This is an optimization exercise on Yosys and OpenROAD, whose aim is small area and a short achievable clock period, not a production implementation.
Where RTL was checked, it was by simulation tests only, not by an equivalence proof against the original.
For run 1, only the layout was checked, not whether the RTL still works.
Power and IR drop assume default switching activity.

==> flow/design.v (outline; a module is shown in full before it is edited, if it fits) <==
// module array_multiplier: 1237 lines
// module mult_fa: 10 lines
// module mult_xor: 7 lines
// module mult_xnor: 7 lines
// module mult_or: 7 lines
module array_multiplier (
	input  logic                     clk,
	input  logic                     reset,
	input  logic                     in_valid,
	input  mult_sizes_pkg::operand_t x,
	input  mult_sizes_pkg::operand_t y,
	output logic                     product_valid,
	output mult_sizes_pkg::product_t product
);
  // ...
==> flow/flow/run.sh <==
#!/bin/bash
# Layout flow: the standard ORFS flow (standard.sh, unchanged synthesis),
# with smaller port buffers and a clock tree built from clkbuf_8 without
# dummy loads. Each tool's output goes to a log file in this folder.
set -euo pipefail
export BUFFER_PORTS_ARGS="-buffer_cell sky130_fd_sc_hd__buf_1"
export CTS_ARGS="-sink_clustering_enable -repair_clock_nets -buf_list sky130_fd_sc_hd__clkbuf_8 -dont_use_dummy_load"
bash standard.sh finish > flow_make.log 2>&1
==> flow/standard.sh <==
#!/bin/bash
# synth_recipe.tcl (not shown) runs the flow's synth.tcl, then flattens the netlist and writes it again
# the make line also repeats each setting of config.mk as NAME=value (left out here)
make -C /OpenROAD-flow-scripts/flow DESIGN_CONFIG=/design/flow/config.mk WORK_HOME=/design/flow/orfs CLKGATE_MAP_FILE= SYNTH_SCRIPT=/design/flow/synth_recipe.tcl "${@:-finish}"
==> flow/config.mk <==
export PLATFORM = sky130hd
export DESIGN_NAME = array_multiplier
export DESIGN_NICKNAME = array_multiplier
export VERILOG_FILES = /design/flow/design.v
export SDC_FILE = /design/flow/constraint.sdc
export NUM_CORES = 4
export LEC_CHECK = 0
export CAP_MARGIN = 20
export CORE_MARGIN = 2
export CORE_UTILIZATION = 40
export SETUP_SLACK_MARGIN = 3.4
export SLEW_MARGIN = 20
export SYNTH_HIERARCHICAL = 1
==> flow/constraint.sdc <==
create_clock -name core_clock -period 6.0 [get_ports {clk}]
set_input_delay 1.2000 -clock core_clock [delete_from_list [all_inputs] [get_ports {clk}]]
set_output_delay 1.2000 -clock core_clock [all_outputs]
set_load 0.01 [all_outputs]
==> impl_metrics.tcl, run 1 <==
set metrics [dict create \
    drcViolationCount 0 \
    detail_route.first_pass.iterations 5 \
    synth_nets 1085 \
    layout.buffer.nonclock.area_share 0.120 \
    clock_power_share 0.098 \
    synthDominantCellAreaShare 0.399 \
    comb.multi_input.count 615 \
    power.combinational.fraction 0.612 \
    top_area_cell_class "multi-input gates" \
    worst_r2r_path_depth 6 \
    total_leakage_power_nw 4.55 \
    routedLengthMet1_um 9870 \
    grt_pass1_vias 6991 \
    power_mw 6.14 \
    wl_met3_um 2310 \
    non_clock_buffer_count 180 \
    final.setup.worst_slack_ps 3290 \
    grt.met2_usage 0.289 \
    n_all_inverters 3 \
    ys_dominant_reg_cell "dfxtp_1" \
    grt_max_degree 19 \
    worst_ep_arrival_time_ps 3090 \
    placement_rows 57 \
    fp.dieArea_um2 25700 \
    status "complete, no violations" \
    seq_power_mw 1.78 \
    globalRoute.totalOverflow 0 \
    clock.fmax_ghz 0.369 \
    post_cts_hold_buffer_count 0 \
    final_antenna_net_count 0 \
    finalWirelength_um 23900 \
    synth_simple_gate_area_frac 0.124 \
    critPathMaxFanout 7 \
    final_cell_mix "237 x nand2_1, 132 x fa_1, 132 x dfxtp_1" \
    area_growth_syn_to_layout_pct 24.7 \
    hp_class "reg2reg" \
    dp.final_hpwl_um 15400 \
    final.period_utilization 0.451 \
    slew_violations 0 \
    numPlacedInstances 1177 \
    power.sequential.fraction 0.291 \
    seq_share 0.286 \
]
==> run 2, diff against run 1 <==
--- a/flow/design.v
+++ b/flow/design.v
@@ -180,21 +180,66 @@
 	logic r1001;
 	logic r1002;
 	logic r1003;
 	logic r1004;
 	logic r1005;
 	logic r1006;
 	logic r1007;
 	logic r1008;
+	logic r1009;
 	logic r1010;
+	logic r1011;
 	logic r1012;
+	logic r1013;
 	logic r1014;
+	logic r1015;
 	logic r1016;
+	logic r1017;
 	logic r1018;
+	logic r1019;
+	logic r1020;
+	logic r1021;
+	logic r1022;
+	logic r1023;
+	logic r1024;
+	logic r1025;
+	logic r1026;
+	logic r1027;
+	logic r1028;
+	logic r1029;
+	logic r1030;
+	logic r1031;
+	logic r1032;
+	logic r1033;
+	logic r1034;
+	logic r1035;
+	logic r1036;
+	logic r1037;
+	logic r1038;
+	logic r1039;
+	logic r1040;
+	logic r1041;
+	logic r1042;
+	logic r1044;
+	logic r1045;
+	logic r1047;
+	logic r1048;
+	logic r1050;
+	logic r1051;
+	logic r1053;
+	logic r1054;
+	logic r1056;
+	logic r1057;
+	logic r1059;
+	logic r1061;
+	logic r1063;
+	logic r1065;
+	logic r1067;
+	logic r1069;
 	wire pp1 = ~(r866 & r867);
 	wire pp2 = ~(r868 & r867);
 	wire pp3 = ~(r869 & r867);
 	wire pp4 = ~(r870 & r867);
 	wire pp5 = ~(r871 & r867);
 	wire pp6 = ~(r872 & r867);
 	wire pp7 = ~(r873 & r867);
 	wire pp8 = ~(r874 & r867);
@@ -500,34 +545,34 @@
 	mult_fa u_s301 (.a(pp54), .b(pp69), .c(pp84), .s(s301), .co(c302));
 	wire s303, c304;
 	mult_fa u_s303 (.a(pp99), .b(pp114), .c(pp129), .s(s303), .co(c304));
 	wire s305, c306;
 	mult_fa u_s305 (.a(c288), .b(c290), .c(s299), .s(s305), .co(c306));
 	wire s307, c308;
 	mult_fa u_s307 (.a(s301), .b(s303), .c(c292), .s(s307), .co(c308));
 	wire s309, c310;
-	mult_fa u_s309 (.a(c294), .b(s305), .c(s307), .s(s309), .co(c310));
+	mult_fa u_s309 (.a(r898), .b(r899), .c(r900), .s(s309), .co(c310));
 	wire s311, c312;
-	mult_xnor u_s311 (.a(c296), .b(c298), .y(s311));
-	mult_or u_c312 (.a(c296), .b(c298), .y(c312));
+	mult_xnor u_s311 (.a(r901), .b(r902), .y(s311));
+	mult_or u_c312 (.a(r901), .b(r902), .y(c312));
 	wire s313, c314;
 	mult_fa u_s313 (.a(pp10), .b(pp25), .c(pp40), .s(s313), .co(c314));
 	wire s315, c316;
 	mult_fa u_s315 (.a(pp55), .b(pp70), .c(pp85), .s(s315), .co(c316));
 	wire s317, c318;
 	mult_fa u_s317 (.a(pp100), .b(pp115), .c(pp130), .s(s317), .co(c318));
 	wire s319, c320;
 	mult_fa u_s319 (.a(pp145), .b(c300), .c(c302), .s(s319), .co(c320));
 	wire s321, c322;
 	mult_fa u_s321 (.a(c304), .b(s313), .c(s315), .s(s321), .co(c322));
 	wire s323, c324;
 	mult_fa u_s323 (.a(s317), .b(c306), .c(s319), .s(s323), .co(c324));
 	wire s325, c326;
-	mult_fa u_s325 (.a(s321), .b(c308), .c(s323), .s(s325), .co(c326));
+	mult_fa u_s325 (.a(r903), .b(r904), .c(r905), .s(s325), .co(c326));
 	wire s327, c328;
 	mult_xnor u_s327 (.a(c310), .b(c312), .y(s327));
 	mult_or u_c328 (.a(c310), .b(c312), .y(c328));
 	wire s329, c330;
 	mult_fa u_s329 (.a(pp11), .b(pp26), .c(pp41), .s(s329), .co(c330));
 	wire s331, c332;
 	mult_fa u_s331 (.a(pp56), .b(pp71), .c(pp86), .s(s331), .co(c332));
 	wire s333, c334;
@@ -536,86 +581,86 @@
 	mult_fa u_s335 (.a(pp146), .b(pp161), .c(c314), .s(s335), .co(c336));
 	wire s337, c338;
 	mult_fa u_s337 (.a(c316), .b(c318), .c(s329), .s(s337), .co(c338));
 	wire s339, c340;
 	mult_fa u_s339 (.a(s331), .b(s333), .c(c320), .s(s339), .co(c340));
 	wire s341, c342;
 	mult_fa u_s341 (.a(c322), .b(s335), .c(s337), .s(s341), .co(c342));
 	wire s343, c344;
-	mult_fa u_s343 (.a(c324), .b(s339), .c(s341), .s(s343), .co(c344));
+	mult_fa u_s343 (.a(r906), .b(r907), .c(r908), .s(s343), .co(c344));
 	wire s345, c346;
-	mult_xnor u_s345 (.a(r898), .b(r899), .y(s345));
-	mult_or u_c346 (.a(r898), .b(r899), .y(c346));
+	mult_xnor u_s345 (.a(c326), .b(c328), .y(s345));
+	mult_or u_c346 (.a(c326), .b(c328), .y(c346));
 	wire s347, c348;
 	mult_fa u_s347 (.a(pp12), .b(pp27), .c(pp42), .s(s347), .co(c348));
 	wire s349, c350;
 	mult_fa u_s349 (.a(pp57), .b(pp72), .c(pp87), .s(s349), .co(c350));
 	wire s351, c352;
 	mult_fa u_s351 (.a(pp102), .b(pp117), .c(pp132), .s(s351), .co(c352));
 	wire s353, c354;
 	mult_fa u_s353 (.a(pp147), .b(pp162), .c(pp177), .s(s353), .co(c354));
 	wire s355, c356;
 	mult_fa u_s355 (.a(c330), .b(c332), .c(c334), .s(s355), .co(c356));
 	wire s357, c358;
 	mult_fa u_s357 (.a(s347), .b(s349), .c(s351), .s(s357), .co(c358));
 	wire s359, c360;
 	mult_fa u_s359 (.a(s353), .b(c336), .c(c338), .s(s359), .co(c360));
 	wire s361, c362;
-	mult_fa u_s361 (.a(s355), .b(s357), .c(c340), .s(s361), .co(c362));
+	mult_fa u_s361 (.a(r909), .b(r910), .c(r911), .s(s361), .co(c362));
 	wire s363, c364;
-	mult_fa u_s363 (.a(r900), .b(r901), .c(r902), .s(s363), .co(c364));
+	mult_fa u_s363 (.a(r912), .b(r913), .c(s361), .s(s363), .co(c364));
 	wire s365, c366;
-	mult_xnor u_s365 (.a(r903), .b(c346), .y(s365));
-	mult_or u_c366 (.a(r903), .b(c346), .y(c366));
+	mult_xnor u_s365 (.a(c344), .b(c346), .y(s365));
+	mult_or u_c366 (.a(c344), .b(c346), .y(c366));
 	wire s367, c368;
 	mult_fa u_s367 (.a(pp13), .b(pp28), .c(pp43), .s(s367), .co(c368));
 	wire s369, c370;
 	mult_fa u_s369 (.a(pp58), .b(pp73), .c(pp88), .s(s369), .co(c370));
 	wire s371, c372;
 	mult_fa u_s371 (.a(pp103), .b(pp118), .c(pp133), .s(s371), .co(c372));
 	wire s373, c374;
 	mult_fa u_s373 (.a(pp148), .b(pp163), .c(pp178), .s(s373), .co(c374));
 	wire s375, c376;
 	mult_fa u_s375 (.a(pp193), .b(c348), .c(c350), .s(s375), .co(c376));
 	wire s377, c378;
-	mult_fa u_s377 (.a(c352), .b(c354), .c(r904), .s(s377), .co(c378));
+	mult_fa u_s377 (.a(c352), .b(c354), .c(r914), .s(s377), .co(c378));
 	wire s379, c380;
-	mult_fa u_s379 (.a(s369), .b(s371), .c(s373), .s(s379), .co(c380));
+	mult_fa u_s379 (.a(r915), .b(r916), .c(r917), .s(s379), .co(c380));
 	wire s381, c382;
 	mult_fa u_s381 (.a(c356), .b(c358), .c(s375), .s(s381), .co(c382));
 	wire s383, c384;
-	mult_fa u_s383 (.a(s377), .b(r905), .c(c360), .s(s383), .co(c384));
+	mult_fa u_s383 (.a(r918), .b(r919), .c(r920), .s(s383), .co(c384));
 	wire s385, c386;
-	mult_fa u_s385 (.a(r906), .b(r907), .c(r908), .s(s385), .co(c386));
+	mult_fa u_s385 (.a(r921), .b(c362), .c(s383), .s(s385), .co(c386));
 	wire s387, c388;
 	mult_xnor u_s387 (.a(c364), .b(s385), .y(s387));
 	mult_or u_c388 (.a(c364), .b(s385), .y(c388));
 	wire s389, c390;
 	mult_fa u_s389 (.a(pp14), .b(pp29), .c(pp44), .s(s389), .co(c390));
 	wire s391, c392;
 	mult_fa u_s391 (.a(pp59), .b(pp74), .c(pp89), .s(s391), .co(c392));
 	wire s393, c394;
 	mult_fa u_s393 (.a(pp104), .b(pp119), .c(pp134), .s(s393), .co(c394));
 	wire s395, c396;
 	mult_fa u_s395 (.a(pp149), .b(pp164), .c(pp179), .s(s395), .co(c396));
 	wire s397, c398;
-	mult_fa u_s397 (.a(pp194), .b(pp209), .c(r909), .s(s397), .co(c398));
+	mult_fa u_s397 (.a(pp194), .b(pp209), .c(r922), .s(s397), .co(c398));
 	wire s399, c400;
 	mult_fa u_s399 (.a(c370), .b(c372), .c(c374), .s(s399), .co(c400));
 	wire s401, c402;
-	mult_fa u_s401 (.a(s389), .b(s391), .c(s393), .s(s401), .co(c402));
+	mult_fa u_s401 (.a(r923), .b(r924), .c(r925), .s(s401), .co(c402));
 	wire s403, c404;
 	mult_fa u_s403 (.a(s395), .b(c376), .c(c378), .s(s403), .co(c404));
 	wire s405, c406;
-	mult_fa u_s405 (.a(r910), .b(s397), .c(r911), .s(s405), .co(c406));
+	mult_fa u_s405 (.a(c380), .b(s397), .c(r926), .s(s405), .co(c406));
 	wire s407, c408;
-	mult_fa u_s407 (.a(r912), .b(c382), .c(s403), .s(s407), .co(c408));
+	mult_fa u_s407 (.a(r927), .b(r928), .c(r929), .s(s407), .co(c408));
 	wire s409, c410;
-	mult_fa u_s409 (.a(r913), .b(r914), .c(r915), .s(s409), .co(c410));
+	mult_fa u_s409 (.a(r930), .b(c384), .c(s407), .s(s409), .co(c410));
 	wire s411, c412;
 	mult_xnor u_s411 (.a(c386), .b(s409), .y(s411));
 	mult_or u_c412 (.a(c386), .b(s409), .y(c412));
 	wire s413, c414;
 	mult_fa u_s413 (.a(pp15), .b(pp30), .c(pp45), .s(s413), .co(c414));
 	wire s415, c416;
 	mult_fa u_s415 (.a(pp60), .b(pp75), .c(pp90), .s(s415), .co(c416));
 	wire s417, c418;
@@ -626,23 +671,23 @@
 	mult_fa u_s421 (.a(pp195), .b(pp210), .c(pp225), .s(s421), .co(c422));
 	wire s423, c424;
 	mult_fa u_s423 (.a(c390), .b(c392), .c(c394), .s(s423), .co(c424));
 	wire s425, c426;
 	mult_fa u_s425 (.a(c396), .b(s413), .c(s415), .s(s425), .co(c426));
 	wire s427, c428;
 	mult_fa u_s427 (.a(s417), .b(s419), .c(s421), .s(s427), .co(c428));
 	wire s429, c430;
-	mult_fa u_s429 (.a(c398), .b(r916), .c(r917), .s(s429), .co(c430));
+	mult_fa u_s429 (.a(c398), .b(r931), .c(c402), .s(s429), .co(c430));
 	wire s431, c432;
-	mult_fa u_s431 (.a(r918), .b(s425), .c(s427), .s(s431), .co(c432));
+	mult_fa u_s431 (.a(r932), .b(s425), .c(s427), .s(s431), .co(c432));
 	wire s433, c434;
-	mult_fa u_s433 (.a(c404), .b(c406), .c(s429), .s(s433), .co(c434));
+	mult_fa u_s433 (.a(r933), .b(r934), .c(r935), .s(s433), .co(c434));
 	wire s435, c436;
-	mult_fa u_s435 (.a(r919), .b(r920), .c(r921), .s(s435), .co(c436));
+	mult_fa u_s435 (.a(r936), .b(c408), .c(s433), .s(s435), .co(c436));
 	wire s437, c438;
 	mult_xnor u_s437 (.a(c410), .b(s435), .y(s437));
 	mult_or u_c438 (.a(c410), .b(s435), .y(c438));
 	wire s439, c440;
 	mult_fa u_s439 (.a(pp16), .b(pp31), .c(pp46), .s(s439), .co(c440));
 	wire s441, c442;
 	mult_fa u_s441 (.a(pp61), .b(pp76), .c(pp91), .s(s441), .co(c442));
 	wire s443, c444;
@@ -653,25 +698,25 @@
 	mult_fa u_s447 (.a(pp196), .b(pp211), .c(pp226), .s(s447), .co(c448));
 	wire s449, c450;
 	mult_fa u_s449 (.a(pp241), .b(c414), .c(c416), .s(s449), .co(c450));
 	wire s451, c452;
 	mult_fa u_s451 (.a(c418), .b(c420), .c(c422), .s(s451), .co(c452));
 	wire s453, c454;
 	mult_fa u_s453 (.a(s439), .b(s441), .c(s443), .s(s453), .co(c454));
 	wire s455, c456;
-	mult_fa u_s455 (.a(s445), .b(s447), .c(r922), .s(s455), .co(c456));
+	mult_fa u_s455 (.a(s445), .b(s447), .c(r937), .s(s455), .co(c456));
 	wire s457, c458;
 	mult_fa u_s457 (.a(c426), .b(c428), .c(s449), .s(s457), .co(c458));
 	wire s459, c460;
 	mult_fa u_s459 (.a(s451), .b(s453), .c(c430), .s(s459), .co(c460));
 	wire s461, c462;
-	mult_fa u_s461 (.a(s455), .b(c432), .c(s457), .s(s461), .co(c462));
+	mult_fa u_s461 (.a(r938), .b(r939), .c(r940), .s(s461), .co(c462));
 	wire s463, c464;
-	mult_fa u_s463 (.a(r923), .b(r924), .c(r925), .s(s463), .co(c464));
+	mult_fa u_s463 (.a(c434), .b(r941), .c(s461), .s(s463), .co(c464));
 	wire s465, c466;
 	mult_xnor u_s465 (.a(c436), .b(s463), .y(s465));
 	mult_or u_c466 (.a(c436), .b(s463), .y(c466));
 	wire s467, c468;
 	mult_fa u_s467 (.a(pp32), .b(pp47), .c(pp62), .s(s467), .co(c468));
 	wire s469, c470;
 	mult_fa u_s469 (.a(pp77), .b(pp92), .c(pp107), .s(s469), .co(c470));
 	wire s471, c472;
@@ -686,21 +731,21 @@
 	mult_fa u_s479 (.a(c446), .b(c448), .c(s467), .s(s479), .co(c480));
 	wire s481, c482;
 	mult_fa u_s481 (.a(s469), .b(s471), .c(s473), .s(s481), .co(c482));
 	wire s483, c484;
 	mult_fa u_s483 (.a(s475), .b(c450), .c(c452), .s(s483), .co(c484));
 	wire s485, c486;
 	mult_fa u_s485 (.a(c454), .b(s477), .c(s479), .s(s485), .co(c486));
 	wire s487, c488;
-	mult_fa u_s487 (.a(s481), .b(c456), .c(c458), .s(s487), .co(c488));
+	mult_fa u_s487 (.a(r942), .b(r943), .c(r944), .s(s487), .co(c488));
 	wire s489, c490;
-	mult_fa u_s489 (.a(s483), .b(s485), .c(c460), .s(s489), .co(c490));
+	mult_fa u_s489 (.a(r945), .b(r946), .c(r947), .s(s489), .co(c490));
 	wire s491, c492;
-	mult_fa u_s491 (.a(r926), .b(r927), .c(r928), .s(s491), .co(c492));
+	mult_fa u_s491 (.a(c462), .b(s487), .c(s489), .s(s491), .co(c492));
 	wire s493, c494;
 	mult_xnor u_s493 (.a(c464), .b(c466), .y(s493));
 	mult_or u_c494 (.a(c464), .b(c466), .y(c494));
 	wire s495, c496;
 	mult_fa u_s495 (.a(pp48), .b(pp63), .c(pp78), .s(s495), .co(c496));
 	wire s497, c498;
 	mult_fa u_s497 (.a(pp93), .b(pp108), .c(pp123), .s(s497), .co(c498));
 	wire s499, c500;
@@ -713,23 +758,23 @@
 	mult_fa u_s505 (.a(c470), .b(c472), .c(c474), .s(s505), .co(c506));
 	wire s507, c508;
 	mult_fa u_s507 (.a(c476), .b(s495), .c(s497), .s(s507), .co(c508));
 	wire s509, c510;
 	mult_fa u_s509 (.a(s499), .b(s501), .c(c478), .s(s509), .co(c510));
 	wire s511, c512;
 	mult_fa u_s511 (.a(c480), .b(c482), .c(s503), .s(s511), .co(c512));
 	wire s513, c514;
-	mult_fa u_s513 (.a(s505), .b(s507), .c(c484), .s(s513), .co(c514));
+	mult_fa u_s513 (.a(r948), .b(r949), .c(r950), .s(s513), .co(c514));
 	wire s515, c516;
-	mult_fa u_s515 (.a(s509), .b(c486), .c(s511), .s(s515), .co(c516));
+	mult_fa u_s515 (.a(r951), .b(r952), .c(r953), .s(s515), .co(c516));
 	wire s517, c518;
-	mult_fa u_s517 (.a(r929), .b(r930), .c(r931), .s(s517), .co(c518));
+	mult_fa u_s517 (.a(c488), .b(s513), .c(s515), .s(s517), .co(c518));
 	wire s519, c520;
-	mult_fa u_s519 (.a(r932), .b(s517), .c(c492), .s(s519), .co(c520));
+	mult_fa u_s519 (.a(c490), .b(s517), .c(c492), .s(s519), .co(c520));
 	wire s521, c522;
 	mult_fa u_s521 (.a(pp64), .b(pp79), .c(pp94), .s(s521), .co(c522));
 	wire s523, c524;
 	mult_fa u_s523 (.a(pp109), .b(pp124), .c(pp139), .s(s523), .co(c524));
 	wire s525, c526;
 	mult_fa u_s525 (.a(pp154), .b(pp169), .c(pp184), .s(s525), .co(c526));
 	wire s527, c528;
 	mult_fa u_s527 (.a(pp199), .b(pp214), .c(pp229), .s(s527), .co(c528));
@@ -739,21 +784,21 @@
 	mult_fa u_s531 (.a(c500), .b(c502), .c(s521), .s(s531), .co(c532));
 	wire s533, c534;
 	mult_fa u_s533 (.a(s523), .b(s525), .c(s527), .s(s533), .co(c534));
 	wire s535, c536;
 	mult_fa u_s535 (.a(c504), .b(c506), .c(c508), .s(s535), .co(c536));
 	wire s537, c538;
 	mult_fa u_s537 (.a(s529), .b(s531), .c(s533), .s(s537), .co(c538));
 	wire s539, c540;
-	mult_fa u_s539 (.a(c510), .b(c512), .c(s535), .s(s539), .co(c540));
+	mult_fa u_s539 (.a(r954), .b(r955), .c(r956), .s(s539), .co(c540));
 	wire s541, c542;
-	mult_fa u_s541 (.a(r933), .b(r934), .c(r935), .s(s541), .co(c542));
+	mult_fa u_s541 (.a(r957), .b(c514), .c(c516), .s(s541), .co(c542));
 	wire s543, c544;
-	mult_fa u_s543 (.a(r936), .b(c518), .c(s541), .s(s543), .co(c544));
+	mult_fa u_s543 (.a(s539), .b(c518), .c(s541), .s(s543), .co(c544));
 	wire s545, c546;
 	mult_fa u_s545 (.a(pp80), .b(pp95), .c(pp110), .s(s545), .co(c546));
 	wire s547, c548;
 	mult_fa u_s547 (.a(pp125), .b(pp140), .c(pp155), .s(s547), .co(c548));
 	wire s549, c550;
 	mult_fa u_s549 (.a(pp170), .b(pp185), .c(pp200), .s(s549), .co(c550));
 	wire s551, c552;
 	mult_fa u_s551 (.a(pp215), .b(pp230), .c(pp245), .s(s551), .co(c552));
@@ -761,125 +806,125 @@
 	mult_fa u_s553 (.a(c522), .b(c524), .c(c526), .s(s553), .co(c554));
 	wire s555, c556;
 	mult_fa u_s555 (.a(c528), .b(s545), .c(s547), .s(s555), .co(c556));
 	wire s557, c558;
 	mult_fa u_s557 (.a(s549), .b(s551), .c(c530), .s(s557), .co(c558));
 	wire s559, c560;
 	mult_fa u_s559 (.a(c532), .b(c534), .c(s553), .s(s559), .co(c560));
 	wire s561, c562;
-	mult_fa u_s561 (.a(s555), .b(c536), .c(s557), .s(s561), .co(c562));
+	mult_fa u_s561 (.a(r958), .b(r959), .c(r960), .s(s561), .co(c562));
 	wire s563, c564;
-	mult_fa u_s563 (.a(r937), .b(r938), .c(r939), .s(s563), .co(c564));
+	mult_fa u_s563 (.a(r961), .b(r962), .c(c540), .s(s563), .co(c564));
 	wire s565, c566;
-	mult_fa u_s565 (.a(r940), .b(c542), .c(s563), .s(s565), .co(c566));
+	mult_fa u_s565 (.a(s561), .b(c542), .c(s563), .s(s565), .co(c566));
 	wire s567, c568;
 	mult_fa u_s567 (.a(pp96), .b(pp111), .c(pp126), .s(s567), .co(c568));
 	wire s569, c570;
 	mult_fa u_s569 (.a(pp141), .b(pp156), .c(pp171), .s(s569), .co(c570));
 	wire s571, c572;
 	mult_fa u_s571 (.a(pp186), .b(pp201), .c(pp216), .s(s571), .co(c572));
 	wire s573, c574;
 	mult_fa u_s573 (.a(pp231), .b(pp246), .c(c546), .s(s573), .co(c574));
 	wire s575, c576;
 	mult_fa u_s575 (.a(c548), .b(c550), .c(c552), .s(s575), .co(c576));
 	wire s577, c578;
 	mult_fa u_s577 (.a(s567), .b(s569), .c(s571), .s(s577), .co(c578));
 	wire s579, c580;
 	mult_fa u_s579 (.a(c554), .b(c556), .c(s573), .s(s579), .co(c580));
 	wire s581, c582;
-	mult_fa u_s581 (.a(s575), .b(s577), .c(c558), .s(s581), .co(c582));
+	mult_fa u_s581 (.a(r963), .b(r964), .c(r965), .s(s581), .co(c582));
 	wire s583, c584;
-	mult_fa u_s583 (.a(r941), .b(r942), .c(r943), .s(s583), .co(c584));
+	mult_fa u_s583 (.a(r966), .b(r967), .c(c562), .s(s583), .co(c584));
 	wire s585, c586;
-	mult_fa u_s585 (.a(r944), .b(c564), .c(s583), .s(s585), .co(c586));
+	mult_fa u_s585 (.a(s581), .b(c564), .c(s583), .s(s585), .co(c586));
 	wire s587, c588;
 	mult_fa u_s587 (.a(pp112), .b(pp127), .c(pp142), .s(s587), .co(c588));
 	wire s589, c590;
 	mult_fa u_s589 (.a(pp157), .b(pp172), .c(pp187), .s(s589), .co(c590));
 	wire s591, c592;
 	mult_fa u_s591 (.a(pp202), .b(pp217), .c(pp232), .s(s591), .co(c592));
 	wire s593, c594;
 	mult_fa u_s593 (.a(pp247), .b(c568), .c(c570), .s(s593), .co(c594));
 	wire s595, c596;
 	mult_fa u_s595 (.a(c572), .b(s587), .c(s589), .s(s595), .co(c596));
 	wire s597, c598;
 	mult_fa u_s597 (.a(s591), .b(c574), .c(c576), .s(s597), .co(c598));
 	wire s599, c600;
 	mult_fa u_s599 (.a(c578), .b(s593), .c(s595), .s(s599), .co(c600));
 	wire s601, c602;
-	mult_fa u_s601 (.a(c580), .b(s597), .c(s599), .s(s601), .co(c602));
+	mult_fa u_s601 (.a(r968), .b(r969), .c(r970), .s(s601), .co(c602));
 	wire s603, c604;
-	mult_fa u_s603 (.a(r945), .b(r946), .c(c584), .s(s603), .co(c604));
+	mult_fa u_s603 (.a(c582), .b(s601), .c(c584), .s(s603), .co(c604));
 	wire s605, c606;
 	mult_fa u_s605 (.a(pp128), .b(pp143), .c(pp158), .s(s605), .co(c606));
 	wire s607, c608;
 	mult_fa u_s607 (.a(pp173), .b(pp188), .c(pp203), .s(s607), .co(c608));
 	wire s609, c610;
 	mult_fa u_s609 (.a(pp218), .b(pp233), .c(pp248), .s(s609), .co(c610));
 	wire s611, c612;
 	mult_fa u_s611 (.a(c588), .b(c590), .c(c592), .s(s611), .co(c612));
 	wire s613, c614;
 	mult_fa u_s613 (.a(s605), .b(s607), .c(s609), .s(s613), .co(c614));
 	wire s615, c616;
 	mult_fa u_s615 (.a(c594), .b(c596), .c(s611), .s(s615), .co(c616));
 	wire s617, c618;
-	mult_fa u_s617 (.a(s613), .b(c598), .c(c600), .s(s617), .co(c618));
+	mult_fa u_s617 (.a(r971), .b(r972), .c(r973), .s(s617), .co(c618));
 	wire s619, c620;
-	mult_fa u_s619 (.a(r947), .b(r948), .c(r949), .s(s619), .co(c620));
+	mult_fa u_s619 (.a(r974), .b(c602), .c(s617), .s(s619), .co(c620));
 	wire s621, c622;
 	mult_fa u_s621 (.a(pp144), .b(pp159), .c(pp174), .s(s621), .co(c622));
 	wire s623, c624;
 	mult_fa u_s623 (.a(pp189), .b(pp204), .c(pp219), .s(s623), .co(c624));
 	wire s625, c626;
 	mult_fa u_s625 (.a(pp234), .b(pp249), .c(c606), .s(s625), .co(c626));
 	wire s627, c628;
 	mult_fa u_s627 (.a(c608), .b(c610), .c(s621), .s(s627), .co(c628));
 	wire s629, c630;
 	mult_fa u_s629 (.a(s623), .b(c612), .c(c614), .s(s629), .co(c630));
 	wire s631, c632;
-	mult_fa u_s631 (.a(s625), .b(s627), .c(c616), .s(s631), .co(c632));
+	mult_fa u_s631 (.a(r975), .b(r976), .c(r977), .s(s631), .co(c632));
 	wire s633, c634;
-	mult_fa u_s633 (.a(r950), .b(r951), .c(r952), .s(s633), .co(c634));
+	mult_fa u_s633 (.a(r978), .b(c618), .c(s631), .s(s633), .co(c634));
 	wire s635, c636;
 	mult_fa u_s635 (.a(pp160), .b(pp175), .c(pp190), .s(s635), .co(c636));
 	wire s637, c638;
 	mult_fa u_s637 (.a(pp205), .b(pp220), .c(pp235), .s(s637), .co(c638));
 	wire s639, c640;
 	mult_fa u_s639 (.a(pp250), .b(c622), .c(c624), .s(s639), .co(c640));
 	wire s641, c642;
 	mult_fa u_s641 (.a(s635), .b(s637), .c(c626), .s(s641), .co(c642));
 	wire s643, c644;
-	mult_fa u_s643 (.a(c628), .b(s639), .c(c630), .s(s643), .co(c644));
+	mult_fa u_s643 (.a(r979), .b(r980), .c(r981), .s(s643), .co(c644));
 	wire s645, c646;
-	mult_fa u_s645 (.a(r953), .b(r954), .c(r955), .s(s645), .co(c646));
+	mult_fa u_s645 (.a(r982), .b(c632), .c(s643), .s(s645), .co(c646));
 	wire s647, c648;
 	mult_fa u_s647 (.a(pp176), .b(pp191), .c(pp206), .s(s647), .co(c648));
 	wire s649, c650;
 	mult_fa u_s649 (.a(pp221), .b(pp236), .c(pp251), .s(s649), .co(c650));
 	wire s651, c652;
 	mult_fa u_s651 (.a(c636), .b(c638), .c(s647), .s(s651), .co(c652));
 	wire s653, c654;
 	mult_fa u_s653 (.a(s649), .b(c640), .c(s651), .s(s653), .co(c654));
 	wire s655, c656;
-	mult_fa u_s655 (.a(r956), .b(r957), .c(r958), .s(s655), .co(c656));
+	mult_fa u_s655 (.a(r983), .b(r984), .c(c644), .s(s655), .co(c656));
 	wire s657, c658;
 	mult_fa u_s657 (.a(pp192), .b(pp207), .c(pp222), .s(s657), .co(c658));
 	wire s659, c660;
 	mult_fa u_s659 (.a(pp237), .b(pp252), .c(c648), .s(s659), .co(c660));
 	wire s661, c662;
 	mult_fa u_s661 (.a(c650), .b(s657), .c(c652), .s(s661), .co(c662));
 	wire s663, c664;
-	mult_fa u_s663 (.a(s659), .b(c654), .c(s661), .s(s663), .co(c664));
+	mult_fa u_s663 (.a(r985), .b(r986), .c(r987), .s(s663), .co(c664));
 	wire s665, c666;
 	mult_fa u_s665 (.a(pp208), .b(pp223), .c(pp238), .s(s665), .co(c666));
 	wire s667, c668;
 	mult_fa u_s667 (.a(pp253), .b(c658), .c(s665), .s(s667), .co(c668));
 	wire s669, c670;
-	mult_fa u_s669 (.a(c660), .b(s667), .c(c662), .s(s669), .co(c670));
+	mult_fa u_s669 (.a(r988), .b(r989), .c(r990), .s(s669), .co(c670));
 	wire s671, c672;
 	mult_fa u_s671 (.a(pp224), .b(pp239), .c(pp254), .s(s671), .co(c672));
 	wire s673, c674;
 	mult_fa u_s673 (.a(c666), .b(s671), .c(c668), .s(s673), .co(c674));
 	wire s675, c676;
 	mult_fa u_s675 (.a(pp240), .b(pp255), .c(c672), .s(s675), .co(c676));
 	wire t677 = ~pp1;
 	wire g678 = pp2 & pp17;
@@ -887,212 +932,224 @@
 	wire g680 = pp33 & s257;
 	wire p681 = pp33 ^ s257;
 	wire g682 = s261 & s259;
 	wire p683 = s261 ^ s259;
 	wire g684 = s267 & s265;
 	wire p685 = s267 ^ s265;
 	wire g686 = s273 & s275;
 	wire p687 = s273 ^ s275;
-	wire g688 = s285 & s283;
-	wire p689 = s285 ^ s283;
-	wire g690 = s295 & s297;
-	wire p691 = s295 ^ s297;
-	wire g692 = r959 & r960;
-	wire p693 = r959 ^ r960;
-	wire g694 = r961 & r962;
-	wire p695 = r961 ^ r962;
-	wire g696 = r963 & s345;
-	wire p697 = r963 ^ s345;
+	wire g688 = r991 & r992;
+	wire p689 = r991 ^ r992;
+	wire g690 = r993 & r994;
+	wire p691 = r993 ^ r994;
+	wire g692 = s311 & s309;
+	wire p693 = s311 ^ s309;
+	wire g694 = s325 & s327;
+	wire p695 = s325 ^ s327;
+	wire g696 = s343 & s345;
+	wire p697 = s343 ^ s345;
 	wire g698 = s363 & s365;
 	wire p699 = s363 ^ s365;
 	wire g700 = c366 & s387;
 	wire p701 = c366 ^ s387;
 	wire g702 = c388 & s411;
 	wire p703 = c388 ^ s411;
 	wire g704 = c412 & s437;
 	wire p705 = c412 ^ s437;
 	wire g706 = c438 & s465;
 	wire p707 = c438 ^ s465;
-	wire g708 = s491 & s493;
-	wire p709 = s491 ^ s493;
+	wire g708 = r995 & r996;
+	wire p709 = r995 ^ r996;
 	wire g710 = c494 & s519;
 	wire p711 = c494 ^ s519;
 	wire g712 = s543 & c520;
 	wire p713 = s543 ^ c520;
-	wire g714 = c544 & s565;
-	wire p715 = c544 ^ s565;
+	wire g714 = r997 & r998;
+	wire p715 = r997 ^ r998;
 	wire g716 = c566 & s585;
 	wire p717 = c566 ^ s585;
 	wire g718 = c586 & s603;
 	wire p719 = c586 ^ s603;
 	wire g720 = s619 & c604;
 	wire p721 = s619 ^ c604;
 	wire g722 = c620 & s633;
 	wire p723 = c620 ^ s633;
 	wire g724 = c634 & s645;
 	wire p725 = c634 ^ s645;
 	wire g726 = c646 & s655;
 	wire p727 = c646 ^ s655;
-	wire g728 = r964 & c656;
-	wire p729 = r964 ^ c656;
-	wire g730 = r965 & r966;
-	wire p731 = r965 ^ r966;
-	wire g732 = s673 & c670;
-	wire p733 = s673 ^ c670;
+	wire g728 = s663 & c656;
+	wire p729 = s663 ^ c656;
+	wire g730 = c664 & s669;
+	wire p731 = c664 ^ s669;
+	wire g732 = r999 & c670;
+	wire p733 = r999 ^ c670;
 	wire g734 = s675 & c674;
 	wire p735 = s675 ^ c674;
 	wire g736 = pp256 & c676;
 	wire p737 = pp256 ^ c676;
 	wire q738 = pp1 | t677;
 	wire q739 = g678 | (p679 & q738);
 	wire q740 = g680 | (p681 & q739);
 	wire q741 = g682 | (p683 & q740);
 	wire q742 = g684 | (p685 & q741);
 	wire q743 = g686 | (p687 & q742);
-	wire q744 = g688 | (p689 & q743);
-	wire q745 = r967 | (r968 & r969);
+	wire q744 = g688 | (p689 & r1000);
+	wire q745 = g690 | (p691 & q744);
 	wire q746 = g692 | (p693 & q745);
 	wire q747 = g694 | (p695 & q746);
 	wire q748 = g696 | (p697 & q747);
 	wire q749 = g698 | (p699 & q748);
 	wire a750 = p699 & p697;
 	wire q751 = g702 | (p703 & g700);
-	wire a752 = p703 & p701;
+	wire a752 = r1001 & r1002;
 	wire q753 = g706 | (p707 & g704);
-	wire a754 = p707 & p705;
-	wire q755 = g710 | (p711 & g708);
-	wire a756 = p711 & p709;
-	wire q757 = g714 | (p715 & g712);
-	wire a758 = p715 & p713;
-	wire q759 = g718 | (p719 & g716);
-	wire a760 = p719 & p717;
+	wire a754 = r1003 & r1004;
+	wire q755 = r1005 | (r1006 & g708);
+	wire a756 = r1006 & p709;
+	wire q757 = g714 | (p715 & r1007);
+	wire a758 = p715 & r1008;
+	wire q759 = r1009 | (r1010 & r1011);
+	wire a760 = r1010 & r1012;
 	wire q761 = g722 | (p723 & g720);
-	wire a762 = p723 & p721;
+	wire a762 = r1013 & r1014;
 	wire q763 = g726 | (p727 & g724);
-	wire a764 = p727 & p725;
-	wire q765 = g730 | (p731 & g728);
-	wire a766 = p731 & p729;
-	wire q767 = r970 | (r971 & r972);
-	wire a768 = r971 & r973;
-	wire q769 = g700 | (p701 & q749);
+	wire a764 = r1015 & r1016;
+	wire q765 = r1017 | (r1018 & r1019);
+	wire a766 = r1018 & r1020;
+	wire q767 = r1021 | (r1022 & g732);
+	wire a768 = r1023 & r1024;
+	wire q769 = r1025 | (r1002 & r1026);
 	wire a770 = p701 & a750;
-	wire q771 = q751 | (a752 & q749);
-	wire a772 = a752 & a750;
-	wire q773 = g708 | (p709 & q753);
+	wire q771 = r1027 | (a752 & r1026);
+	wire a772 = a752 & r1028;
+	wire q773 = g708 | (p709 & r1029);
 	wire a774 = p709 & a754;
-	wire q775 = q755 | (a756 & q753);
+	wire q775 = q755 | (a756 & r1029);
 	wire a776 = a756 & a754;
-	wire q777 = g716 | (p717 & q757);
-	wire a778 = p717 & a758;
+	wire q777 = r1011 | (r1012 & q757);
+	wire a778 = r1012 & a758;
 	wire q779 = q759 | (a760 & q757);
 	wire a780 = a760 & a758;
-	wire q781 = g724 | (p725 & q761);
-	wire a782 = p725 & a762;
-	wire q783 = q763 | (a764 & q761);
+	wire q781 = r1030 | (r1016 & r1031);
+	wire a782 = r1016 & a762;
+	wire q783 = r1032 | (a764 & r1031);
 	wire a784 = a764 & a762;
-	wire q785 = r972 | (r973 & q765);
-	wire a786 = r973 & a766;
-	wire q787 = q767 | (a768 & q765);
+	wire q785 = r1033 | (r1024 & q765);
+	wire a786 = r1024 & a766;
+	wire q787 = r1034 | (a768 & q765);
 	wire a788 = a768 & a766;
-	wire q789 = g704 | (p705 & q771);
-	wire a790 = p705 & a772;
-	wire q791 = q753 | (a754 & q771);
+	wire q789 = r1035 | (r1004 & q771);
+	wire a790 = r1004 & a772;
+	wire q791 = r1029 | (a754 & q771);
 	wire a792 = a754 & a772;
 	wire q793 = q773 | (a774 & q771);
 	wire a794 = a774 & a772;
 	wire q795 = q775 | (a776 & q771);
 	wire a796 = a776 & a772;
-	wire q797 = g720 | (p721 & q779);
-	wire a798 = p721 & a780;
-	wire q799 = q761 | (a762 & q779);
+	wire q797 = r1036 | (r1014 & q779);
+	wire a798 = r1014 & a780;
+	wire q799 = r1031 | (a762 & q779);
 	wire a800 = a762 & a780;
 	wire q801 = q781 | (a782 & q779);
 	wire a802 = a782 & a780;
 	wire q803 = q783 | (a784 & q779);
 	wire a804 = a784 & a780;
-	wire q805 = r974 | (r975 & q787);
-	wire a806 = r975 & a788;
-	wire q807 = g712 | (p713 & q795);
-	wire a808 = p713 & a796;
+	wire q805 = r1038 | (r1040 & q787);
+	wire a806 = r1040 & a788;
+	wire q807 = r1007 | (r1008 & q795);
+	wire a808 = r1008 & a796;
 	wire q809 = q757 | (a758 & q795);
 	wire a810 = a758 & a796;
 	wire q811 = q777 | (a778 & q795);
 	wire a812 = a778 & a796;
 	wire q813 = q779 | (a780 & q795);
 	wire a814 = a780 & a796;
 	wire q815 = q797 | (a798 & q795);
 	wire a816 = a798 & a796;
 	wire q817 = q799 | (a800 & q795);
 	wire a818 = a800 & a796;
 	wire q819 = q801 | (a802 & q795);
 	wire a820 = a802 & a796;
 	wire q821 = q803 | (a804 & q795);
 	wire a822 = a804 & a796;
-	wire q823 = r976 | (r977 & r978);
-	wire a824 = r977 & r979;
-	wire q825 = r980 | (r981 & r978);
-	wire a826 = r981 & r979;
-	wire q827 = r982 | (r983 & r978);
-	wire a828 = r983 & r979;
-	wire q829 = r984 | (r985 & r978);
-	wire a830 = r985 & r979;
-	wire q831 = r986 | (r987 & r978);
-	wire a832 = r987 & r979;
-	wire t833 = ~r989;
-	assign product[0] = ~t833;
+	wire q823 = r1019 | (r1020 & q821);
+	wire a824 = r1020 & a822;
+	wire q825 = q765 | (a766 & q821);
+	wire a826 = a766 & a822;
+	wire q827 = q785 | (a786 & q821);
+	wire a828 = a786 & a822;
+	wire q829 = q787 | (a788 & q821);
+	wire a830 = a788 & a822;
+	wire q831 = q805 | (a806 & q821);
+	wire a832 = a806 & a822;
+	wire t833 = ~r1042;
+	wire t834 = ~t833;
 	wire x835;
 	mult_xnor u_x835 (.a(p679), .b(q738), .y(x835));
 	wire x836;
 	mult_xnor u_x836 (.a(p681), .b(q739), .y(x836));
 	wire x837;
 	mult_xnor u_x837 (.a(p683), .b(q740), .y(x837));
 	wire x838;
 	mult_xnor u_x838 (.a(p685), .b(q741), .y(x838));
 	wire x839;
 	mult_xnor u_x839 (.a(p687), .b(q742), .y(x839));
 	wire x840;
-	mult_xnor u_x840 (.a(p689), .b(q743), .y(x840));
+	mult_xnor u_x840 (.a(p689), .b(r1000), .y(x840));
 	wire x841;
-	mult_xnor u_x841 (.a(r968), .b(r969), .y(x841));
+	mult_xnor u_x841 (.a(p691), .b(q744), .y(x841));
 	wire x842;
 	mult_xnor u_x842 (.a(p693), .b(q745), .y(x842));
 	wire x843;
 	mult_xnor u_x843 (.a(p695), .b(q746), .y(x843));
 	wire x844;
 	mult_xnor u_x844 (.a(p697), .b(q747), .y(x844));
 	wire x845;
 	mult_xnor u_x845 (.a(p699), .b(q748), .y(x845));
 	wire x846;
-	mult_xnor u_x846 (.a(p701), .b(q749), .y(x846));
+	mult_xnor u_x846 (.a(r1002), .b(r1026), .y(x846));
 	wire x847;
-	mult_xnor u_x847 (.a(p703), .b(q769), .y(x847));
+	mult_xnor u_x847 (.a(r1001), .b(q769), .y(x847));
 	wire x848;
-	mult_xnor u_x848 (.a(p705), .b(q771), .y(x848));
+	mult_xnor u_x848 (.a(r1004), .b(q771), .y(x848));
 	wire x849;
-	mult_xnor u_x849 (.a(p707), .b(q789), .y(x849));
+	mult_xnor u_x849 (.a(r1003), .b(q789), .y(x849));
 	wire x850;
 	mult_xnor u_x850 (.a(p709), .b(q791), .y(x850));
 	wire x851;
-	mult_xnor u_x851 (.a(p711), .b(q793), .y(x851));
+	mult_xnor u_x851 (.a(r1006), .b(q793), .y(x851));
 	wire x852;
-	mult_xnor u_x852 (.a(p713), .b(q795), .y(x852));
-	mult_xnor u_x853 (.a(r990), .b(r991), .y(product[19]));
-	mult_xnor u_x854 (.a(r992), .b(r993), .y(product[20]));
-	mult_xnor u_x855 (.a(r994), .b(r995), .y(product[21]));
-	mult_xnor u_x856 (.a(r996), .b(r997), .y(product[22]));
-	mult_xnor u_x857 (.a(r998), .b(r999), .y(product[23]));
-	mult_xnor u_x858 (.a(r1000), .b(r1001), .y(product[24]));
-	mult_xnor u_x859 (.a(r1002), .b(r1003), .y(product[25]));
-	mult_xnor u_x860 (.a(r977), .b(r978), .y(product[26]));
-	mult_xnor u_x861 (.a(r1004), .b(q823), .y(product[27]));
-	mult_xnor u_x862 (.a(r1005), .b(q825), .y(product[28]));
-	mult_xnor u_x863 (.a(r1006), .b(q827), .y(product[29]));
-	mult_xnor u_x864 (.a(r1007), .b(q829), .y(product[30]));
-	assign product[31] = ~q831;
+	mult_xnor u_x852 (.a(r1008), .b(q795), .y(x852));
+	wire x853;
+	mult_xnor u_x853 (.a(p715), .b(q807), .y(x853));
+	wire x854;
+	mult_xnor u_x854 (.a(r1012), .b(q809), .y(x854));
+	wire x855;
+	mult_xnor u_x855 (.a(r1010), .b(q811), .y(x855));
+	wire x856;
+	mult_xnor u_x856 (.a(r1014), .b(q813), .y(x856));
+	wire x857;
+	mult_xnor u_x857 (.a(r1013), .b(q815), .y(x857));
+	wire x858;
+	mult_xnor u_x858 (.a(r1016), .b(q817), .y(x858));
+	wire x859;
+	mult_xnor u_x859 (.a(r1015), .b(q819), .y(x859));
+	wire x860;
+	mult_xnor u_x860 (.a(r1020), .b(q821), .y(x860));
+	wire x861;
+	mult_xnor u_x861 (.a(r1018), .b(q823), .y(x861));
+	wire x862;
+	mult_xnor u_x862 (.a(r1024), .b(q825), .y(x862));
+	wire x863;
+	mult_xnor u_x863 (.a(r1023), .b(q827), .y(x863));
+	wire x864;
+	mult_xnor u_x864 (.a(r1040), .b(q829), .y(x864));
+	wire t865 = ~q831;
 	always_ff @(posedge clk) begin
 		r866 <= x[0];
 		r867 <= y[0];
 		r868 <= x[1];
 		r869 <= x[2];
 		r870 <= x[3];
 		r871 <= x[4];
 		r872 <= x[5];
@@ -1116,162 +1173,224 @@
 		r890 <= y[8];
 		r891 <= y[9];
 		r892 <= y[10];
 		r893 <= y[11];
 		r894 <= y[12];
 		r895 <= y[13];
 		r896 <= y[14];
 		r897 <= y[15];
-		r898 <= c326;
-		r899 <= c328;
-		r900 <= c342;
-		r901 <= s359;
-		r902 <= s361;
-		r903 <= c344;
-		r904 <= s367;
-		r905 <= s379;
-		r906 <= s381;
-		r907 <= c362;
-		r908 <= s383;
-		r909 <= c368;
-		r910 <= c380;
-		r911 <= s399;
-		r912 <= s401;
-		r913 <= s405;
-		r914 <= c384;
-		r915 <= s407;
-		r916 <= c400;
-		r917 <= c402;
-		r918 <= s423;
-		r919 <= s431;
-		r920 <= c408;
-		r921 <= s433;
-		r922 <= c424;
-		r923 <= c434;
-		r924 <= s459;
-		r925 <= s461;
-		r926 <= c462;
-		r927 <= s487;
-		r928 <= s489;
-		r929 <= c488;
-		r930 <= s513;
-		r931 <= s515;
-		r932 <= c490;
-		r933 <= s537;
-		r934 <= c514;
-		r935 <= c516;
-		r936 <= s539;
-		r937 <= c538;
-		r938 <= s559;
-		r939 <= c540;
-		r940 <= s561;
-		r941 <= c560;
-		r942 <= s579;
-		r943 <= c562;
-		r944 <= s581;
-		r945 <= c582;
-		r946 <= s601;
-		r947 <= s615;
-		r948 <= c602;
-		r949 <= s617;
-		r950 <= s629;
-		r951 <= c618;
-		r952 <= s631;
-		r953 <= s641;
-		r954 <= c632;
-		r955 <= s643;
-		r956 <= c642;
-		r957 <= s653;
-		r958 <= c644;
-		r959 <= s311;
-		r960 <= s309;
-		r961 <= s325;
-		r962 <= s327;
-		r963 <= s343;
-		r964 <= s663;
-		r965 <= c664;
-		r966 <= s669;
-		r967 <= g690;
-		r968 <= p691;
-		r969 <= q744;
-		r970 <= g734;
-		r971 <= p735;
-		r972 <= g732;
-		r973 <= p733;
-		r974 <= g736;
-		r975 <= p737;
-		r976 <= g728;
-		r977 <= p729;
-		r978 <= q821;
-		r979 <= a822;
-		r980 <= q765;
-		r981 <= a766;
-		r982 <= q785;
-		r983 <= a786;
-		r984 <= q787;
-		r985 <= a788;
-		r986 <= q805;
-		r987 <= a806;
-		r988 <= t677;
-		r989 <= r988;
-		r990 <= p715;
-		r991 <= q807;
-		r992 <= p717;
-		r993 <= q809;
-		r994 <= p719;
-		r995 <= q811;
-		r996 <= p721;
-		r997 <= q813;
-		r998 <= p723;
-		r999 <= q815;
-		r1000 <= p725;
-		r1001 <= q817;
-		r1002 <= p727;
-		r1003 <= q819;
-		r1004 <= p731;
-		r1005 <= r973;
-		r1006 <= r971;
-		r1007 <= r975;
-		r1008 <= x835;
-		product[1] <= r1008;
-		r1010 <= x836;
-		product[2] <= r1010;
-		r1012 <= x837;
-		product[3] <= r1012;
-		r1014 <= x838;
-		product[4] <= r1014;
-		r1016 <= x839;
-		product[5] <= r1016;
-		r1018 <= x840;
-		product[6] <= r1018;
-		product[7] <= x841;
-		product[8] <= x842;
-		product[9] <= x843;
-		product[10] <= x844;
-		product[11] <= x845;
+		r898 <= c294;
+		r899 <= s305;
+		r900 <= s307;
+		r901 <= c296;
+		r902 <= c298;
+		r903 <= s321;
+		r904 <= c308;
+		r905 <= s323;
+		r906 <= c324;
+		r907 <= s339;
+		r908 <= s341;
+		r909 <= s355;
+		r910 <= s357;
+		r911 <= c340;
+		r912 <= c342;
+		r913 <= s359;
+		r914 <= s367;
+		r915 <= s369;
+		r916 <= s371;
+		r917 <= s373;
+		r918 <= s377;
+		r919 <= s379;
+		r920 <= c360;
+		r921 <= s381;
+		r922 <= c368;
+		r923 <= s389;
+		r924 <= s391;
+		r925 <= s393;
+		r926 <= s399;
+		r927 <= s401;
+		r928 <= c382;
+		r929 <= s403;
+		r930 <= s405;
+		r931 <= c400;
+		r932 <= s423;
+		r933 <= c404;
+		r934 <= c406;
+		r935 <= s429;
+		r936 <= s431;
+		r937 <= c424;
+		r938 <= s455;
+		r939 <= c432;
+		r940 <= s457;
+		r941 <= s459;
+		r942 <= s481;
+		r943 <= c456;
+		r944 <= c458;
+		r945 <= s483;
+		r946 <= s485;
+		r947 <= c460;
+		r948 <= s505;
+		r949 <= s507;
+		r950 <= c484;
+		r951 <= s509;
+		r952 <= c486;
+		r953 <= s511;
+		r954 <= c510;
+		r955 <= c512;
+		r956 <= s535;
+		r957 <= s537;
+		r958 <= s555;
+		r959 <= c536;
+		r960 <= s557;
+		r961 <= c538;
+		r962 <= s559;
+		r963 <= s575;
+		r964 <= s577;
+		r965 <= c558;
+		r966 <= c560;
+		r967 <= s579;
+		r968 <= c580;
+		r969 <= s597;
+		r970 <= s599;
+		r971 <= s613;
+		r972 <= c598;
+		r973 <= c600;
+		r974 <= s615;
+		r975 <= s625;
+		r976 <= s627;
+		r977 <= c616;
+		r978 <= s629;
+		r979 <= c628;
+		r980 <= s639;
+		r981 <= c630;
+		r982 <= s641;
+		r983 <= c642;
+		r984 <= s653;
+		r985 <= s659;
+		r986 <= c654;
+		r987 <= s661;
+		r988 <= c660;
+		r989 <= s667;
+		r990 <= c662;
+		r991 <= s285;
+		r992 <= s283;
+		r993 <= s295;
+		r994 <= s297;
+		r995 <= s491;
+		r996 <= s493;
+		r997 <= c544;
+		r998 <= s565;
+		r999 <= s673;
+		r1000 <= q743;
+		r1001 <= p703;
+		r1002 <= p701;
+		r1003 <= p707;
+		r1004 <= p705;
+		r1005 <= g710;
+		r1006 <= p711;
+		r1007 <= g712;
+		r1008 <= p713;
+		r1009 <= g718;
+		r1010 <= p719;
+		r1011 <= g716;
+		r1012 <= p717;
+		r1013 <= p723;
+		r1014 <= p721;
+		r1015 <= p727;
+		r1016 <= p725;
+		r1017 <= g730;
+		r1018 <= p731;
+		r1019 <= g728;
+		r1020 <= p729;
+		r1021 <= g734;
+		r1022 <= p735;
+		r1023 <= r1022;
+		r1024 <= p733;
+		r1025 <= g700;
+		r1026 <= q749;
+		r1027 <= q751;
+		r1028 <= a750;
+		r1029 <= q753;
+		r1030 <= g724;
+		r1031 <= q761;
+		r1032 <= q763;
+		r1033 <= g732;
+		r1034 <= q767;
+		r1035 <= g704;
+		r1036 <= g720;
+		r1037 <= g736;
+		r1038 <= r1037;
+		r1039 <= p737;
+		r1040 <= r1039;
+		r1041 <= t677;
+		r1042 <= r1041;
+		product[0] <= t834;
+		r1044 <= x835;
+		r1045 <= r1044;
+		product[1] <= r1045;
+		r1047 <= x836;
+		r1048 <= r1047;
+		product[2] <= r1048;
+		r1050 <= x837;
+		r1051 <= r1050;
+		product[3] <= r1051;
+		r1053 <= x838;
+		r1054 <= r1053;
+		product[4] <= r1054;
+		r1056 <= x839;
+		r1057 <= r1056;
+		product[5] <= r1057;
+		r1059 <= x840;
+		product[6] <= r1059;
+		r1061 <= x841;
+		product[7] <= r1061;
+		r1063 <= x842;
+		product[8] <= r1063;
+		r1065 <= x843;
+		product[9] <= r1065;
+		r1067 <= x844;
+		product[10] <= r1067;
+		r1069 <= x845;
+		product[11] <= r1069;
 		product[12] <= x846;
 		product[13] <= x847;
 		product[14] <= x848;
 		product[15] <= x849;
 		product[16] <= x850;
 		product[17] <= x851;
 		product[18] <= x852;
+		product[19] <= x853;
+		product[20] <= x854;
+		product[21] <= x855;
+		product[22] <= x856;
+		product[23] <= x857;
+		product[24] <= x858;
+		product[25] <= x859;
+		product[26] <= x860;
+		product[27] <= x861;
+		product[28] <= x862;
+		product[29] <= x863;
+		product[30] <= x864;
+		product[31] <= t865;
 	end
 	logic v1;
 	logic v2;
+	logic v3;
 	always_ff @(posedge clk) begin
 		if (reset) begin
 			v1 <= 1'b0;
 			v2 <= 1'b0;
+			v3 <= 1'b0;
 			product_valid <= 1'b0;
 		end else begin
 			v1 <= in_valid;
 			v2 <= v1;
-			product_valid <= v2;
+			v3 <= v2;
+			product_valid <= v3;
 		end
 	end
 endmodule
 module mult_fa (
 	input  logic a,
 	input  logic b,
 	input  logic c,
 	output logic s,
==> flow/flow/run.sh (replaced) <==
#!/bin/bash
# Layout flow: the standard ORFS flow (standard.sh, unchanged synthesis),
# with smaller port buffers and a clock tree built from clkbuf_8 without
# dummy loads. Each tool's output goes to a log file in this folder.
set -euo pipefail
export BUFFER_PORTS_ARGS="-buffer_cell sky130_fd_sc_hd__buf_1"
export CTS_ARGS="-sink_clustering_enable -repair_clock_nets -sink_clustering_size 12 -sink_clustering_max_diameter 60 -buf_list sky130_fd_sc_hd__clkbuf_8 -dont_use_dummy_load"
bash standard.sh finish > flow_make.log 2>&1
==> flow/config.mk (replaced) <==
export PLATFORM = sky130hd
export DESIGN_NAME = array_multiplier
export DESIGN_NICKNAME = array_multiplier
export VERILOG_FILES = /design/flow/design.v
export SDC_FILE = /design/flow/constraint.sdc
export NUM_CORES = 4
export LEC_CHECK = 0
export CAP_MARGIN = 20
export CORE_MARGIN = 2
export CORE_UTILIZATION = 40
export SETUP_SLACK_MARGIN = 3.7
export SLEW_MARGIN = 20
export SYNTH_HIERARCHICAL = 1
==> run 2 against run 1 <==
  * Synthesized cell count increased by 6.4%
  * Count of clock-buffer cells in the layout grew 6
  * Final cell count down 1.8%
  * Maximum frequency up 17%
  * Final area decreased by 0.97%
  * Die area up 12%
  * Critical endpoint is now r1022
  * Largest cell class unchanged
  * Setup slack improved by 390 ps
  * Combinational power down 41%
  * Non-clock buffer count shrank 100
  * Area after synthesis up 12%
==> impl_metrics.tcl, run 2 <==
set metrics [dict create \
    status "complete, no violations" \
    ir_worst_vdd_mv 0.197 \
    largest_register "product" \
    finalWirelength_um 22000 \
    clk_latency_worst_skew_pair_ps 540 \
    post-route-min-period_ps 2320 \
    crit_path_end_kind "flip-flop" \
    report.final.setup_viol 0 \
    setup_total_negative_slack_ps 0 \
    synth_top_cells_by_count "257 x nand2_1, 228 x dfxtp_1, 195 x fa_1" \
    area_growth_syn_to_layout_pct 9.97 \
    slew_violations 0 \
    reg2reg_setup_slack_ps 3680 \
    total_leakage_power_nw 4.45 \
    placement_rows 60 \
    yosys-top-cells-area "dfxtp_1 42%, fa_1 36%, nand2_1 8.8%" \
    fill_cells 2444 \
    critPathMaxFanout 16 \
    final_cell_mix "257 x nand2_1, 196 x dfxtp_1, 193 x fa_1" \
    final.period_utilization 0.386 \
    grt_setup_unrepaired "true" \
    largest_register_ffs 32 \
    start_util 0.407 \
    critPathSlowestCell "dfxtp_2" \
    die_h_um 170 \
    yosysWarnings 7 \
    grtUsageTotal 0.160 \
    fraction_of_the_yosys_area_taken_by_sequential_cells 0.416 \
    grt_max_degree 17 \
    timing.rr.end "r1022" \
    power_mw 5.38 \
    clockBufferDepth 3 \
    path_cells "nand2_1 -> fa_1 -> fa_1 -> fa_1 -> ha_1" \
    number_of_placed_i_o_pins 68 \
    root_buffer "clkbuf_8" \
    post_cts_hold_buffer_count 0 \
    design.final.nets 1205 \
    gp_routability_congestion 0.853 \
    clock.fmax_ghz 0.432 \
    ys_async_sr_fraction 0 \
    cts.reportedPaths.clkPinSlew_ps 70 \
    cts_htree_levels 1 \
    criticalPathCategory "reg2reg" \
    ys_seq_elements 228 \
    worstPathRequired_ps 6400 \
    synthMostInstantiatedCell "nand2_1" \
    clock_skew_ps 41.3 \
    final-hold-violation-count 0 \
    worst_setup_path_startpoint "r896" \
    seq_area_um2 4680 \
    synth-edff-count 0 \
    multi_input_comb_area_um2 6270 \
    dr_total_vias 6317 \
    synthDominantCellAreaShare 0.416 \
    yosysUniqueCellTypes 42 \
    drt_iter0_drc 276 \
    dp.final_hpwl_um 16000 \
    cts_tree "yes" \
    endpoint "r1022" \
    instances_no_fill 1284 \
    die_wd_um 170 \
    fp.dieArea_um2 28800 \
    antenna_violations_before_repair 0 \
    viasPerCell 4.92 \
    cts.sinks 228 \
    number_of_cells_produced_by_synthesis 878 \
    worst_ep_arrival_time_ps 2720 \
    antennaDiodeCount 0 \
    synth_nets 1138 \
    worst_r2r_path_depth 5 \
    critical_path.reg2reg.startpoint "r896" \
    grt_pass1_vias 6838 \
    final_antenna_net_count 0 \
    critPathLaunchType "flip-flop" \
    crit_top_cell "fa_1" \
    total_standard_cell_area_after_synthesis_um2 11000 \
    floorplan.core_area_um2 27000 \
    routed_wl_per_cell_um 17.1 \
    most_frequent_standard_cell_in_the_layout_excluding_fill_and_tap_cells "nand2_1" \
    detail_route.first_pass.iterations 5 \
    power_density_nw_per_um2 446 \
    slowest_delay_ps 560 \
    ys_dominant_reg_cell "dfxtp_1" \
    share_of_post_route_cells_with_drive_strength_above_1 0.0923 \
    drcViolationCount 0 \
    globalRoute.totalOverflow 0 \
    syn_area_per_cell_um2 12.5 \
    drv_cap 0 \
    numCtsBuffers 23 \
    hp_class "reg2reg" \
    numPlacedInstances 1248 \
    place.port_buffers 67 \
    grt_first_pass_wirelength_um 35900 \
    synth.largest_area_cell "dfxtp_1" \
]
[run 2: cell types whose count changed after synthesis, moves of 2 or more]
cell	delta
o21a_1	-2
dfxtp_1	+60
nand2_1	+2
nor2_1	+4
and2_1	-4
o21ai_1	-2
a21o_1	-7
a21o_2	+2
[run 2: kinds of logic after synthesis]
kind of cell,synth area share
and+or+nand+nor,0.111
DFF,0.416
other,0.000342
xor gates and xnor gates,0.0359
adders and majority gates,0.390
AOI/OAI and AO/OA,0.0331
buffers and inverters,0.0133
[run 2: worst min path at each step]
stage	from	end	slack, ps	cells past startpoint
detailed placement	r1069	product[11]	310	0
floorplan	r1042	product[0]	310	0
finish	r1037	r1038	330	0
CTS	r1037	r1038	330	0
global placement	r1061	product[7]	310	0
global route	r1069	product[11]	330	0
[run 2: per-module statistics from Yosys, one instance, submodules excluded]
module            cells inside  copies in the design  area (µm²)
array_multiplier           623                     1        6580
mult_fa                      1                   195        20.0
mult_xnor                    1                    45        8.76
mult_or                      1                    15        6.26
[run 2: worst max-delay path, delay by kind of cell, from the launching register on]
family	cells	cell delay, ps
DFF	1	560
adders and majority gates	4	1520
and+or+nand+nor	1	130
[run 2: metal layers]
metal,vias to the layer above,GRT usage,routed length (µm)
met5,-,0,0
met4,0,0.0446,530
met3,49,0.0389,1980
met2,271,0.253,9910
met1,3168,0.222,9550
li1,2829,-,-
[run 2: metrics by stage]
stage / hold WS (ps) / util / setup slack (ps) / cell area, µm²
2_1_floorplan: 310 / - / 3700 / 11000
3_3_place_gp: 311 / 0.427 / 3390 / 11500
3_5_place_dp: 313 / 0.427 / 3340 / 11500
4_1_cts: 329 / 0.442 / 3630 / 11900
5_1_grt: 335 / 0.448 / 3640 / 12100
6_report: 327 / 0.448 / 3680 / 12100
[run 2: area by class of cell]
cell class	instances	share of cell area
Timing Repair Buffer	80	0.0303
Sequential cell	228	0.388
Inverter	1	0.000311
Clock buffer	23	0.0262
Multi-Input combinational cell	611	0.520
Tap cell	341	0.0354
[run 2: report_power, final]
| part | leakage (nW) | internal [mW] | total, mW | switching, mW |
|---|---|---|---|---|
| clock | 0.165 | 0.341 | 0.807 | 0.466 |
| sequential | 1.93 | 2.07 | 2.37 | 0.294 |
| combinational | 2.36 | 1.12 | 2.20 | 1.08 |
[run 2: what timing repair did]
action / CTS / global route
gates resized for setup: 53 / 13
endpoints found under the setup margin: 63 / 26
buffers inserted: 0 / 13
==> run 3, diff against run 2 <==
==> flow/flow/run.sh (replaced) <==
#!/bin/bash
# Layout flow: the standard ORFS flow (standard.sh, unchanged synthesis),
# with smaller port buffers and a clock tree built from clkbuf_8 without
# dummy loads. Each tool's output goes to a log file in this folder.
set -euo pipefail
export BUFFER_PORTS_ARGS="-buffer_cell sky130_fd_sc_hd__buf_1"
export CTS_ARGS="-sink_clustering_enable -repair_clock_nets -buf_list sky130_fd_sc_hd__clkbuf_8 -dont_use_dummy_load"
bash standard.sh finish > flow_make.log 2>&1
--- a/flow/config.mk
+++ b/flow/config.mk
@@ -8,6 +8,6 @@
 export CAP_MARGIN = 20
 export CORE_MARGIN = 2
 export CORE_UTILIZATION = 40
-export SETUP_SLACK_MARGIN = 3.7
+export SETUP_SLACK_MARGIN = 3.8
 export SLEW_MARGIN = 20
 export SYNTH_HIERARCHICAL = 1
==> run 3 against run 2 <==
  * Critical endpoint is now r957
  * Maximum frequency grew 3.0%
  * Clock skew grew 8.0 ps
  * Largest cell class unchanged
  * Final cell count grew 6.5%
  * Largest power group is now combinational logic
  * Count of clock-buffer cells in the layout grew 17
==> impl_metrics.tcl, run 3 <==
set metrics [dict create \
    start_util 0.407 \
    drv_cap 0 \
    fraction_of_the_yosys_area_taken_by_sequential_cells 0.416 \
    ir_worst_vdd_mv 0.212 \
    fill_cells 2340 \
    viasPerCell 4.97 \
    clock.fmax_ghz 0.445 \
    most_frequent_standard_cell_in_the_layout_excluding_fill_and_tap_cells "nand2_1" \
    critPathLaunchType "flip-flop" \
    ys_seq_elements 228 \
    routed_wl_per_cell_um 17.5 \
    seq_area_um2 4690 \
    criticalPathCategory "reg2reg" \
    setup_total_negative_slack_ps 0 \
    place_ws_ps 3320 \
    globalRoute.totalOverflow 0 \
    critical_path.reg2reg.startpoint "r884" \
    cts_tree "yes" \
    reg2reg_setup_slack_ps 3750 \
    multi_input_comb_area_um2 6420 \
    number_of_cells_produced_by_synthesis 878 \
    critPathSlowestCell "fa_1" \
    status "complete, no violations" \
    worst_setup_path_startpoint "r884" \
    dp.final_hpwl_um 15900 \
    die_wd_um 170 \
    ys_dominant_reg_cell "dfxtp_1" \
    yosysWarnings 7 \
    final_cell_mix "245 x nand2_1, 191 x dfxtp_1, 159 x fa_1" \
    slowest_delay_ps 570 \
    design.final.nets 1288 \
    syn_area_per_cell_um2 12.5 \
    final-hold-violation-count 0 \
    place.port_buffers 67 \
    synthMostInstantiatedCell "nand2_1" \
    slew_violations 0 \
    synthDominantCellAreaShare 0.416 \
    share_of_post_route_cells_with_drive_strength_above_1 0.241 \
    detail_route.first_pass.iterations 5 \
    report.final.setup_viol 0 \
    placement_rows 60 \
    post-route-min-period_ps 2250 \
    grt_first_pass_wirelength_um 37800 \
    timing.hold.worst.start "r1054" \
    crit_top_cell "fa_1" \
    worst_hold_slack_ps 305 \
    dr_total_vias 6795 \
    die_h_um 170 \
    grt_setup_unrepaired "true" \
    finalWirelength_um 24000 \
    grtUsageTotal 0.170 \
    final.period_utilization 0.375 \
    drcViolationCount 0 \
    yosys-top-cells-area "dfxtp_1 42%, fa_1 36%, nand2_1 8.8%" \
    number_of_placed_i_o_pins 68 \
    grt_max_degree 17 \
    synth_top_cells_by_count "257 x nand2_1, 228 x dfxtp_1, 195 x fa_1" \
    synth_nets 1138 \
    clk_latency_worst_skew_pair_ps 540 \
    critPathMaxFanout 14 \
    final_antenna_net_count 0 \
    clock_skew_ps 49.3 \
    antennaDiodeCount 0 \
    fp.dieArea_um2 28800 \
    largest_register "product" \
    synth-edff-count 0 \
    cts_htree_levels 2 \
    floorplan.core_area_um2 27000 \
    largest_register_ffs 32 \
    hp_class "reg2reg" \
    root_buffer "clkbuf_8" \
]
## run 3: final timing paths
kind | endpoint | cells past startpoint
max | r957 | 4
min | product[4] | 0
max reg2reg | r957 | 4
min reg2reg | product[4] | 0
## run 3: per-module statistics from Yosys (local to each module, per instance)
module,cell area [µm²],copies in the design,cells inside,flops+latches
mult_or,6.26,15,1,0
array_multiplier,6580,1,623,228
mult_fa,20.0,195,1,0
mult_xnor,8.76,45,1,0
## run 3: cell families after synthesis
logic type / count (synthesis) / share of synthesized area
AOI/OAI and AO/OA: 42 / 0.0331
xor gates and xnor gates: 45 / 0.0359
adders and majority gates: 225 / 0.390
buffers and inverters: 39 / 0.0133
DFF: 228 / 0.416
other: 1 / 0.000342
and+or+nand+nor: 298 / 0.111
## run 3: power by group
part           internal, mW  switching [mW]
sequential             2.08           0.284
clock                 0.586           0.541
combinational          1.24            1.13
## run 3: area by class of cell
type	instances	share of cell area
clock buffer	40	0.0416
inverter	1	0.000284
sequential	228	0.355
multi-input combinational	611	0.485
timing repair buffer	146	0.0860
tap	341	0.0323
## run 3: metrics by stage
| step | power (mW) | cell area (µm²) | utilization | cells |
|---|---|---|---|---|
| 2_1_floorplan | 4.03 | 11200 | - | 878 |
| 3_3_place_gp | 4.60 | 11600 | 0.429 | 1248 |
| 3_5_place_dp | 4.65 | 11600 | 0.429 | 1248 |
| 4_1_cts | 5.92 | 12800 | 0.476 | 1334 |
| 5_1_grt | 6.41 | 13200 | 0.491 | 1367 |
| 6_report | 5.86 | 13200 | 0.491 | 1367 |
## run 3: timing repair
item	CTS	global route
pin swaps	21	28
hold buffers	0	0
hold endpoints to repair	0	0
setup buffers	46	33
gates resized for setup	97	53
setup endpoints to repair	81	53
## run 3: worst reg2reg max path, stage by stage (launching register included)
cell and delay [ps]:
dfxtp_4 450, nand2_1 130, fa_1 540, fa_1 570, fa_1 400
## run 3: layer usage
metal	track usage	part of all wire
met4	0.0613	0.030
met2	0.271	0.46
met5	0	0
met1	0.225	0.41
met3	0.0452	0.097

Re-timed with assumed drivers on the ports (clkbuf_16 on the clock, buf_2 on other inputs), run 3 has 3.752 ns of setup slack against 3.752 ns with ideal ports, and 3.410 ns once port delays also move by the mid clock arrival of 0.563 ns.
